This design comes from an exercise in tuning for small area and a short achievable clock period on the open sky130 flow, not from production work.
In this exercise RTL edits were held to simulation tests only and were not proved equivalent to the original.
No activity file was given, so power comes from the tool's default toggle rates.

// aixh_mxc_upper_hchain
module aixh_mxc_upper_hchain
#(
    parameter int               NTILE         = 8,
    parameter int               CWIDTH        = 32,
    parameter int               DWIDTH        = 64,
    parameter int               FIFO_DEPTH    = 4,
    parameter logic [NTILE-1:0] REPEATER_MASK = 8'b10101010
) (
    input  logic                      aixh_core_clk2x,
    input  logic                      aixh_core_rstn,
    input  logic                      i_fwd_vld,
    input  logic [CWIDTH-1:0]         i_fwd_cmd,
    output logic [NTILE-1:0]          o_tile_cmd_vld,
    output logic [NTILE*CWIDTH-1:0]   o_tile_cmd,
    input  logic [NTILE-1:0]          i_tile_bwd_vld,
    input  logic [NTILE*DWIDTH-1:0]   i_tile_bwd_dat,
    output logic                      o_bwd_vld,
    output logic [DWIDTH-1:0]         o_bwd_dat,
    output logic [$clog2(NTILE)-1:0]  o_bwd_tid,
    input  logic                      i_bwd_rdy,
    output logic [NTILE-1:0]          o_ovf,
    input  logic                      i_ovf_clr
);
Settings: LEC_CHECK=0, CAP_MARGIN=20, CORE_MARGIN=2, CORE_UTILIZATION=55, CTS_CLUSTER_DIAMETER=100, CTS_CLUSTER_SIZE=25, SETUP_SLACK_MARGIN=2.8, SLEW_MARGIN=20, SYNTH_HIERARCHICAL=1, SYNTH_MINIMUM_KEEP_SIZE=0; clock period 5.5 ns.
standard.sh (not shown) runs the stock make flow with config.mk's settings and CLKGATE_MAP_FILE= SYNTH_SCRIPT=/design/flow/synth_recipe.tcl, a recipe that flattens the netlist after the stock synthesis.
==> flow/flow/run.sh <==
#!/bin/bash
# Standard ORFS layout, except that the port buffers buffer_ports inserts are
# plain sky130_fd_sc_hd__buf_1 cells instead of the resizer's default pick
# (a slow clkdlybuf4s50 delay cell). Every port still gets its own buffer;
# timing repair may upsize it later as usual.
set -euo pipefail
export BUFFER_PORTS_ARGS="-buffer_cell sky130_fd_sc_hd__buf_1"
bash standard.sh finish > flow.log 2>&1
Rerun with:
--- a/flow/design.v
+++ b/flow/design.v
@@ -79,53 +79,36 @@
             rptr <= '0;
             occ  <= '0;
         end else begin
             if (do_push) wptr <= {wptr[0], ~wptr[1]};
             if (pop)     rptr <= {rptr[0], ~rptr[1]};
             occ <= occ_nxt;
         end
     end
     localparam int NSLICE = 4;
     localparam int SW     = DWIDTH / NSLICE;
-    logic [NSLICE-1:0] room_s;
-    for (genvar s = 0; s < NSLICE; s++) begin : g_room
-        aixh_mxc_upper_room u_room (
-            .full (full),
-            .load (load),
-            .gnt  (gnt),
-            .y    (room_s[s])
-        );
-    end
     for (genvar k = 0; k < DEPTH; k++) begin : g_ent
         logic wsel;
         assign wsel = (wptr == jc(k));
         for (genvar s = 0; s < NSLICE; s++) begin : g_slice
             logic we;
             aixh_mxc_upper_and2 u_we (
                 .a (wsel),
-                .b (room_s[s]),
+                .b (room),
                 .y (we)
             );
             always_ff @(posedge clk) begin
                 if (we) mem[k][s*SW +: SW] <= wdat[s*SW +: SW];
             end
         end
     end
 endmodule
-module aixh_mxc_upper_room (
-    input  logic full,
-    input  logic load,
-    input  logic gnt,
-    output logic y
-);
-    assign y = ~full | (load & gnt);
-endmodule
 module aixh_mxc_upper_and2 (
     input  logic a,
     input  logic b,
     output logic y
 );
     assign y = a & b;
 endmodule
 module aixh_mxc_upper_hchain
 #(
     parameter int               NTILE         = 8,
@@ -196,47 +179,45 @@
     logic [NTILE-1:0] grant_if_hold;
     for (genvar x = 0; x < NTILE; x++) begin : g_bwd
         aixh_mxc_upper_bwd_fifo #(
             .DEPTH  (FIFO_DEPTH),
             .DWIDTH (DWIDTH)
         ) u_fifo (
             .clk    (aixh_core_clk2x),
             .rst_n  (aixh_core_rstn),
             .push   (i_tile_bwd_vld[x]),
             .wdat   (i_tile_bwd_dat[x*DWIDTH +: DWIDTH]),
-            .load    (load_fifo[x]),
+            .load    (load_fifo),
             .gnt     (grant[x]),
             .gnt_load(grant_if_load[x]),
             .gnt_hold(grant_if_hold[x]),
             .ent    (fifo_ent[x]),
             .rsel   (fifo_rsel[x]),
             .ne_pop (fifo_ne_pop[x]),
             .ne_hold(fifo_ne_hold[x]),
             .ovf    (fifo_ovf[x])
         );
     end
     logic              out_vld;
     logic [DWIDTH-1:0] out_dat;
     logic [TIDW-1:0]   out_tid;
     logic [NTILE-1:0]  ptr;          
     logic [NTILE-1:0]  ptr_nxt;
     logic [NTILE-1:0]  grant_nxt;
     logic [NTILE-1:0]  ovf_q;
     logic [DWIDTH-1:0] sel_dat;
     logic [TIDW-1:0]   sel_tid;
-    logic [NTILE-1:0] load_fifo;    
+    logic load_fifo;
     logic load_sel;
     logic load_hold;
     aixh_mxc_upper_ornb u_load_en   (.a (out_vld), .b (i_bwd_rdy), .y (load_en));
-    for (genvar x = 0; x < NTILE; x++) begin : g_load_fifo
-        aixh_mxc_upper_ornb u_load_fifo (.a (out_vld), .b (i_bwd_rdy), .y (load_fifo[x]));
-    end
+    aixh_mxc_upper_ornb u_load_fifo (.a (out_vld), .b (i_bwd_rdy), .y (load_fifo));
     aixh_mxc_upper_ornb u_load_sel  (.a (out_vld), .b (i_bwd_rdy), .y (load_sel));
     aixh_mxc_upper_ornb u_load_hold (.a (out_vld), .b (i_bwd_rdy), .y (load_hold));
     assign grant_vld = |grant;
     assign ptr_nxt   = (load_en & grant_vld) ? {grant[NTILE-2:0], grant[NTILE-1]} : ptr;
     function automatic logic [NTILE-1:0] rr_pick(input logic [NTILE-1:0] ne,
                                                  input logic [NTILE-1:0] p);
         for (int t = 0; t < NTILE; t++) begin
             logic hit;
             hit = 1'b0;
             for (int q = 0; q < NTILE; q++) begin
The changed run finished with timing, DRC and antenna clean.
Total power decreases slightly.
Synthesized cell count went down slightly.
Critical path depth fell by 1.
Routed wire length shrinks slightly.
Sequential share of layout area went up by 0.18 points.

the baseline:
aixh_mxc_upper_hchain, a different RTL version from the one above (not shown whole).
For scale: ~4300 cells after synthesis, ~2400 flip-flops, ~900 I/O pins.
==> flow/config.mk <==
export PLATFORM = sky130hd
export DESIGN_NAME = aixh_mxc_upper_hchain
export DESIGN_NICKNAME = aixh_mxc_upper_hchain
export VERILOG_FILES = /design/flow/design.v
export SDC_FILE = /design/flow/constraint.sdc
export NUM_CORES = 4
export LEC_CHECK = 0
export CAP_MARGIN = 20
export CORE_MARGIN = 2
export CORE_UTILIZATION = 55
export CTS_CLUSTER_DIAMETER = 100
export CTS_CLUSTER_SIZE = 25
export SETUP_SLACK_MARGIN = 2.9
export SLEW_MARGIN = 20
export SYNTH_HIERARCHICAL = 1
export SYNTH_MINIMUM_KEEP_SIZE = 0
==> flow/constraint.sdc <==
create_clock -name core_clock -period 5.5 [get_ports {aixh_core_clk2x}]
set_input_delay 1.1000 -clock core_clock [delete_from_list [all_inputs] [get_ports {aixh_core_clk2x}]]
set_output_delay 1.1000 -clock core_clock [all_outputs]
set_load 0.01 [all_outputs]
==> flow/flow/run.sh <==
#!/bin/bash
# Standard ORFS layout, except that the port buffers buffer_ports inserts are
# plain sky130_fd_sc_hd__buf_2 cells instead of the resizer's default pick
# (a slow clkdlybuf4s50 delay cell). Every port still gets its own buffer;
# timing repair may upsize it later as usual.
set -euo pipefail
export BUFFER_PORTS_ARGS="-buffer_cell sky130_fd_sc_hd__buf_2"
bash standard.sh finish > flow.log 2>&1
Input-level comparison between the candidate and the baseline:
--- a/flow/design.v
+++ b/flow/design.v
@@ -282,27 +282,27 @@
                 );
             end else if (3*g + 1 < NPAIR) begin : g_two
                 aixh_mxc_upper_aoi22 u_aoi (
                     .s (ps[3*g +: 2]),
                     .d (pd[3*g +: 2]),
                     .y (grp_n[g])
                 );
             end else begin : g_one
                 assign grp_n[g] = ~(ps[3*g] & pd[3*g]);
             end
         end
-        aixh_mxc_upper_slot_bit #(.N(NGRP)) u_slot (
-            .load  (load_sel),
-            .q     (out_dat[b]),
-            .grp_n (grp_n),
-            .y     (sel_dat[b])
+        aixh_mxc_upper_mux2 u_hold (
+            .s  (load_sel),
+            .d0 (out_dat[b]),
+            .d1 (~&grp_n),
+            .y  (sel_dat[b])
         );
     end
     localparam int NT1  = NTILE / 2;
     localparam int NTG  = (NT1 + 3) / 3;
     for (genvar j = 0; j < TIDW; j++) begin : g_tid
         logic [NT1:0]   ts;
         logic [NT1:0]   td;
         logic [NTG-1:0] tgrp_n;
         for (genvar i = 0; i < NT1; i++) begin : g_t
             localparam int T = ((i >> j) << (j + 1)) | (1 << j) | (i & ((1 << j) - 1));
             assign ts[i] = grant[T] & load_sel;
@@ -345,32 +345,22 @@
         out_tid <= sel_tid;
     end
     always_ff @(posedge aixh_core_clk2x or negedge aixh_core_rstn) begin
         if (!aixh_core_rstn) ovf_q <= '0;
         else                 ovf_q <= (ovf_q & ~{NTILE{i_ovf_clr}}) | fifo_ovf;
     end
     assign o_bwd_vld = out_vld;
     assign o_bwd_dat = out_dat;
     assign o_bwd_tid = out_tid;
     assign o_ovf     = ovf_q;
 endmodule
-module aixh_mxc_upper_slot_bit #(
-    parameter int N = 11
-) (
-    input  logic         load,
-    input  logic         q,
-    input  logic [N-1:0] grp_n,
-    output logic         y
-);
-    assign y = load ? ~&grp_n : q;
-endmodule
 module aixh_mxc_upper_mux2 (
     input  logic s,
     input  logic d0,
     input  logic d1,
     output logic y
 );
     assign y = s ? d1 : d0;
 endmodule
 module aixh_mxc_upper_ornb (
     input  logic a,
     input  logic b,
Notes after the runs:
Taking the baseline as the reference, in the candidate via count decreased by 191 relative to the old numbers, via-per-instance ratio essentially unchanged, clock buffer count increased by 0.52% relative to the old numbers, count of instances resized after the clock tree is built climbed 7, post-route fraction of the period consumed by the critical path +0.35 points. [the candidate vs the baseline] final critical delay including setup and external delays: higher in the candidate.

what the ideal ports hide:
The flow's constraints put no driver on any port. The routed layouts listed below were extracted and timed again, unchanged, in two steps.
Step 1, drivers: a clkbuf_16 drives aixh_core_clk2x and a buf_2 each remaining input, both assumed.
Step 2 adds t to the input delays and takes it off the output delays; t is the mean of the earliest and latest rising clock arrival at the registers after step 1. Input paths then give back, and output paths get back, about the clock's delay inside the block.
a / b / c = ideal / step 1 / step 2; a / b = the first two.
run | t, ns | setup WS [ns] | slew at the worst register clock pin (ns)
the first run of note 1 | 0.849 | 2.726 / 2.607 / 1.758 | 0.11 / 0.11
the second run of note 1 | 0.841 | 2.685 / 2.685 / 2.073 | 0.11 / 0.11
the baseline | 0.858 | 2.770 / 2.770 / 1.963 | 0.11 / 0.11
the candidate | 0.854 | 2.751 / 2.751 / 2.162 | 0.11 / 0.11
After both steps setup and hold are still met in every run listed. The setup slack of the first run of note 1, which loses most, moves by -0.119 ns with the drivers and by -0.968 ns with both steps.
